What follows belongs to an exercise in optimizing a design on an open flow for small area, a short achievable clock period and few clock cycles per item; a production flow would make more cautious choices.
Only simulation tests tie the RTL to the original design; equivalence was not proved.
No activity file was given, so power comes from the tool's default toggle rates.

Design source_token_scanner, start of the top module:
module source_token_scanner (
    input  logic        aclk,
    input  logic        aresetn,
    input  logic        s_valid,
    output logic        s_ready,
    input  logic [7:0]  s_char_code,
    input  logic        s_end_of_input,
    output logic        m_valid,
    input  logic        m_ready,
    output logic [4:0]  m_token_kind,
    output logic [31:0] m_start_pos,
    output logic [5:0]  m_token_length,
    output logic [30:0] m_int_value,
    output logic        m_leading_space,
    output logic        m_last_result
);
==> flow/config.mk <==
export PLATFORM = sky130hd
export DESIGN_NAME = source_token_scanner
export DESIGN_NICKNAME = source_token_scanner
export VERILOG_FILES = /design/flow/design.v
export SDC_FILE = /design/flow/constraint.sdc
export NUM_CORES = 4
export LEC_CHECK = 0
export CAP_MARGIN = 20
export CORE_MARGIN = 2
export CORE_UTILIZATION = 45
export PLACE_DENSITY = 0.65
export SETUP_SLACK_MARGIN = 2.7
export SLEW_MARGIN = 20
==> flow/constraint.sdc <==
create_clock -name core_clock -period 5.5 [get_ports {aclk}]
set_input_delay 1.1000 -clock core_clock [delete_from_list [all_inputs] [get_ports {aclk}]]
set_output_delay 1.1000 -clock core_clock [all_outputs]
set_load 0.01 [all_outputs]
standard.sh (not shown) runs the stock make flow with config.mk's settings and CLKGATE_MAP_FILE= SYNTH_SCRIPT=/design/flow/synth_recipe.tcl, a recipe that flattens the netlist after the stock synthesis.
==> flow/flow/run.sh <==
#!/bin/bash
# The standard layout, with buf_2 cells as the port buffers in place of the
# default delay-buffer cells, and a clock tree of clkbuf_8 cells without
# dummy balancing loads. Every tool's output goes to a log file here.
set -euo pipefail
export BUFFER_PORTS_ARGS="-buffer_cell sky130_fd_sc_hd__buf_2"
export CTS_ARGS="-sink_clustering_enable -repair_clock_nets -dont_use_dummy_load -sink_clustering_size 30 -sink_clustering_max_diameter 100 -buf_list sky130_fd_sc_hd__clkbuf_8"
bash standard.sh > standard_flow.log 2>&1
The baseline finished clean.
Testbench counts at the start, summed over its fixed seeds: cycles 32,736, items 32,325.
Then changed:
==> flow/flow/run.sh (replaced) <==
#!/bin/bash
# The standard layout, with buf_2 cells as the port buffers in place of the
# default delay-buffer cells. Every tool's output goes to a log file here.
set -euo pipefail
export BUFFER_PORTS_ARGS="-buffer_cell sky130_fd_sc_hd__buf_2"
bash standard.sh > standard_flow.log 2>&1
SETUP_SLACK_MARGIN = 2.9   (was 2.7)
The changed run produced a clean layout.
Setup slack degrades by 0.039 ns.
Die area does not change.
Via count increases by a few percent.
First-iteration DRC count increases by a quarter to a third.
Non-clock buffer count increases by 12.
Then changed:
==> flow/flow/run.sh (replaced) <==
#!/bin/bash
# The standard layout, with buf_1 cells as the port buffers in place of the
# default delay-buffer cells, and a clock tree of clkbuf_4 and clkbuf_8 cells without dummy
# balancing loads. Every tool's output goes to a log file here.
set -euo pipefail
export BUFFER_PORTS_ARGS="-buffer_cell sky130_fd_sc_hd__buf_1"
export CTS_ARGS="-sink_clustering_enable -repair_clock_nets -dont_use_dummy_load -sink_clustering_size 30 -sink_clustering_max_diameter 100 -buf_list {sky130_fd_sc_hd__clkbuf_4 sky130_fd_sc_hd__clkbuf_8}"
bash standard.sh > standard_flow.log 2>&1
SETUP_SLACK_MARGIN = 2.5   (was 2.9)
The changed run completed with no timing, DRC or antenna violations.
Final area went down by roughly a tenth.
Worst hold slack is about the same.
Cell count went down by a few percent.
Power went down by a quarter to a third.
Via count went down by a few percent.
Synthesized area stays the same.
Flip-flop and latch count does not change.

---

run A:
source_token_scanner again, from the RTL that the note above started with.
## source_token_scanner
module source_token_scanner (
    input  logic        aclk,
    input  logic        aresetn,
    input  logic        s_valid,
    output logic        s_ready,
    input  logic [7:0]  s_char_code,
    input  logic        s_end_of_input,
    output logic        m_valid,
    input  logic        m_ready,
    output logic [4:0]  m_token_kind,
    output logic [31:0] m_start_pos,
    output logic [5:0]  m_token_length,
    output logic [30:0] m_int_value,
    output logic        m_leading_space,
    output logic        m_last_result
);
    localparam int PW = 18;
    localparam logic [7:0] CH_NEWLINE = 8'h0A;
    localparam logic [7:0] CH_LPAREN  = 8'h28;
    localparam logic [7:0] CH_RPAREN  = 8'h29;
    localparam logic [7:0] CH_STAR    = 8'h2A;
    localparam logic [7:0] CH_PLUS    = 8'h2B;
    localparam logic [7:0] CH_COMMA   = 8'h2C;
    localparam logic [7:0] CH_MINUS   = 8'h2D;
    localparam logic [7:0] CH_DOT     = 8'h2E;
    localparam logic [7:0] CH_SLASH   = 8'h2F;
    localparam logic [7:0] CH_COLON   = 8'h3A;
    localparam logic [7:0] CH_EQUALS  = 8'h3D;
    localparam logic [7:0] CH_GT      = 8'h3E;
    localparam logic [7:0] CH_LBRACE  = 8'h7B;
    localparam logic [7:0] CH_RBRACE  = 8'h7D;
    localparam logic [3:0] KW_NONE   = 4'd0;
    localparam logic [3:0] KW_F      = 4'd1;    
    localparam logic [3:0] KW_FU     = 4'd2;    
    localparam logic [3:0] KW_FUN    = 4'd3;    
    localparam logic [3:0] KW_FUNC   = 4'd4;    
    localparam logic [3:0] KW_R      = 4'd5;    
    localparam logic [3:0] KW_RE     = 4'd6;    
    localparam logic [3:0] KW_RET    = 4'd7;    
    localparam logic [3:0] KW_RETU   = 4'd8;    
    localparam logic [3:0] KW_RETUR  = 4'd9;    
    localparam logic [3:0] KW_RETURN = 4'd10;   
    localparam logic [3:0] KW_SLASH  = 4'd11;   
    localparam logic [3:0] KW_MINUS  = 4'd12;   
    localparam logic [3:0] KW_EQ     = 4'd13;   
    localparam logic [4:0] CL_OTHER   = 5'd0;
    localparam logic [4:0] CL_SPACE   = 5'd1;    
    localparam logic [4:0] CL_NEWLINE = 5'd2;
    localparam logic [4:0] CL_DOT     = 5'd3;
    localparam logic [4:0] CL_DIGIT   = 5'd4;
  ...
clock: 5.5 ns
lec_check: 0
cap_margin: 20
core_margin: 2
core_utilization: 45
place_density: 0.65
setup_slack_margin: 2.6
slew_margin: 20
==> flow/flow/run.sh <==
#!/bin/bash
# The standard layout, with buf_2 cells as the port buffers in place of the
# default delay-buffer cells, and a clock tree of clkbuf_8 cells without
# dummy balancing loads. Every tool's output goes to a log file here.
set -euo pipefail
export BUFFER_PORTS_ARGS="-buffer_cell sky130_fd_sc_hd__buf_2"
export CTS_ARGS="-sink_clustering_enable -repair_clock_nets -dont_use_dummy_load -sink_clustering_size 30 -sink_clustering_max_diameter 100 -buf_list sky130_fd_sc_hd__clkbuf_8"
bash standard.sh > standard_flow.log 2>&1
Testbench counts of run A, summed over its fixed seeds: cycles 32,736, items 32,325.
### run A -> run B
# run A
export LEC_CHECK = 0
export CAP_MARGIN = 20
export CORE_MARGIN = 2
export CORE_UTILIZATION = 45
export PLACE_DENSITY = 0.65
export SETUP_SLACK_MARGIN = 2.6
export SLEW_MARGIN = 20
create_clock -name core_clock -period 5.5 [get_ports {aclk}]
# run B
export LEC_CHECK = 0
export CAP_MARGIN = 20
export CORE_MARGIN = 2
export CORE_UTILIZATION = 45
export PLACE_DENSITY = 0.65
export SETUP_SLACK_MARGIN = 2.5
export SLEW_MARGIN = 20
create_clock -name core_clock -period 5.5 [get_ports {aclk}]
==> flow/flow/run.sh <==
#!/bin/bash
# The standard layout, with buf_2 cells as the port buffers in place of the
# default delay-buffer cells. Every tool's output goes to a log file here.
set -euo pipefail
export BUFFER_PORTS_ARGS="-buffer_cell sky130_fd_sc_hd__buf_2"
bash standard.sh > standard_flow.log 2>&1
--- outcome ---
Run B finished every stage and its layout cleared the timing, design-rule and antenna checks.
Going from run A to run B, via count normalized by instance count shrinks by 0.023.
The worst hold slack on run B is in line with that on run A.
| core utilization | lower: run A |
Comparing run B and run A, the higher leakage power total was measured on run B.
Run A ended up with fewer cell instances than run B did.
Run A → run B: non-clock buffer count saw a decrease; final area went up 4.8%; switching power total rose by 91 uW.
Run A → run B: final wirelength lower; combinational gate power roughly the same.
Looking at maximum single-stage delay on the critical path, run B sits 210 ps above run A.
--- input diff run B..run C ---
==> flow/flow/run.sh <==
#!/bin/bash
# The standard layout, with buf_1 cells as the port buffers in place of the
# default delay-buffer cells, and a clock tree of clkbuf_8 cells without dummy
# balancing loads. Every tool's output goes to a log file here.
set -euo pipefail
export BUFFER_PORTS_ARGS="-buffer_cell sky130_fd_sc_hd__buf_1"
export CTS_ARGS="-sink_clustering_enable -repair_clock_nets -dont_use_dummy_load -sink_clustering_size 30 -sink_clustering_max_diameter 100 -buf_list {sky130_fd_sc_hd__clkbuf_8}"
bash standard.sh > standard_flow.log 2>&1
Findings:
[compare] base=run B new=run C: share of the yosys chip area belonging to registers saw little to no change; number of cells on the critical path saw an increase; final standard cell count with taps included and fillers excluded saw a decrease; met2 global-route usage saw a decrease.
Multi-input gate count: run C vs run B identical
The run showing the smaller number of clock buffer instances in the layout is run C.
The flow did not stop early for run C: all stages ran, and the layout cleared the timing, design-rule and antenna checks.
Taking run C over run B, the non-clock buffer count ratio works out to 1.09.
On portion of total power attributed to combinational logic: run C sits above run B.
Per the comparison of run C with run B, fraction of area in multi-input gates now sits higher; portion of the layout cell area used by non-clock buffers now sits lower.
Run C vs run B — wire length dropped 1.3%.
[inputs] run D vs run C
==> flow/flow/run.sh <==
#!/bin/bash
# The standard layout, with buf_2 cells as the port buffers in place of the
# default delay-buffer cells, and a clock tree of clkbuf_8 cells without
# dummy balancing loads. Every tool's output goes to a log file here.
set -euo pipefail
export BUFFER_PORTS_ARGS="-buffer_cell sky130_fd_sc_hd__buf_2"
export CTS_ARGS="-sink_clustering_enable -repair_clock_nets -dont_use_dummy_load -sink_clustering_size 30 -sink_clustering_max_diameter 100 -buf_list sky130_fd_sc_hd__clkbuf_8"
bash standard.sh > standard_flow.log 2>&1
- When run D is set beside run C, its cell area after placement turns out to be 80 um^2 larger.
- For run D, the startpoint-to-endpoint class of the critical path was input port to flop, unlike run C, where it was flop to flop.
- Going from run C to run D, worst setup slack grew by 77 ps, combinational power went up.
- The slowest cell on the critical path comes out sky130_fd_sc_hd__a222oi_1 in one run and sky130_fd_sc_hd__edfxtp_1 in the other, namely in run D and run C respectively.
### run D -> run E
# run D
export LEC_CHECK = 0
export CAP_MARGIN = 20
export CORE_MARGIN = 2
export CORE_UTILIZATION = 45
export PLACE_DENSITY = 0.65
export SETUP_SLACK_MARGIN = 2.5
export SLEW_MARGIN = 20
create_clock -name core_clock -period 5.5 [get_ports {aclk}]
# run E
export LEC_CHECK = 0
export CAP_MARGIN = 20
export CORE_MARGIN = 2
export CORE_UTILIZATION = 60
export PLACE_DENSITY = 0.75
export SETUP_SLACK_MARGIN = 2.5
export SLEW_MARGIN = 20
create_clock -name core_clock -period 5.5 [get_ports {aclk}]
==> flow/run.sh (new file) <==
#!/bin/bash
# synth_recipe.tcl (not shown) runs the flow's synth.tcl, then flattens the netlist and writes it again
# the make line also repeats each setting of config.mk as NAME=value (left out here)
make -C /OpenROAD-flow-scripts/flow DESIGN_CONFIG=/design/flow/config.mk WORK_HOME=/design/flow/orfs CLKGATE_MAP_FILE= SYNTH_SCRIPT=/design/flow/synth_recipe.tcl finish
removed: flow/flow/run.sh
removed: flow/standard.sh
==> summary.txt <==
Run E: full flow OK, the timing, design-rule and antenna checks passed. Run E vs. run D: count of final setup violators stayed essentially flat; core area fell by 27%; clock power rose by 100%; static power due to leakage rose by 0.00025 uW. Delta (run E minus run D): area enclosed by the die boundary now smaller, total wirelength of the detailed-routed design up 14%. | delay contributed by the slowest stage of the critical path | lower: run D |. Diff run D -> run E: number of maximum-capacitance violations held steady, first-pass GRT wire length now larger, clock period minus worst slack now sits higher, initial core utilization saw an increase.

[what the ideal ports hide]
The flow's constraints put no driver on any port. The routed layouts listed below were extracted and timed again, unchanged, in two steps. Step 1 sets driving cells, clkbuf_16 on the clock port and buf_2 on the other inputs (assumed; they add their load-dependent delay and slew). Step 2 also shifts input and output timing later by t, the mid clock arrival at the registers, as if the neighbouring blocks saw the same clock. a / b / c = ideal ports / drivers / drivers and shift; a / b = the first two.
run	shift t [ns]	slack for setup (ns)	slew at the worst register clock pin (ns)	worst data-port slew with drivers (ns)
the first run of note 1	0.455	2.798 / 2.798 / 2.425	0.07 / 0.07	0.03
the second run of note 1	0.465	2.759 / 2.759 / 2.556	0.06 / 0.06	0.03
the third run of note 1	0.459	2.603 / 2.603 / 2.223	0.07 / 0.07	0.03
run A	0.480	2.688 / 2.688 / 2.306	0.08 / 0.08	0.03
run B	0.449	2.692 / 2.704 / 2.258	0.06 / 0.06	0.03
run C	0.459	2.603 / 2.603 / 2.223	0.07 / 0.07	0.03
run D	0.477	2.680 / 2.691 / 2.214	0.08 / 0.08	0.03
run E	0.454	2.619 / 2.619 / 2.183	0.06 / 0.06	0.03
After both steps setup and hold are still met in every run listed. The setup slack of run D, which loses most, moves by +0.011 ns with the drivers and by -0.466 ns with both steps.
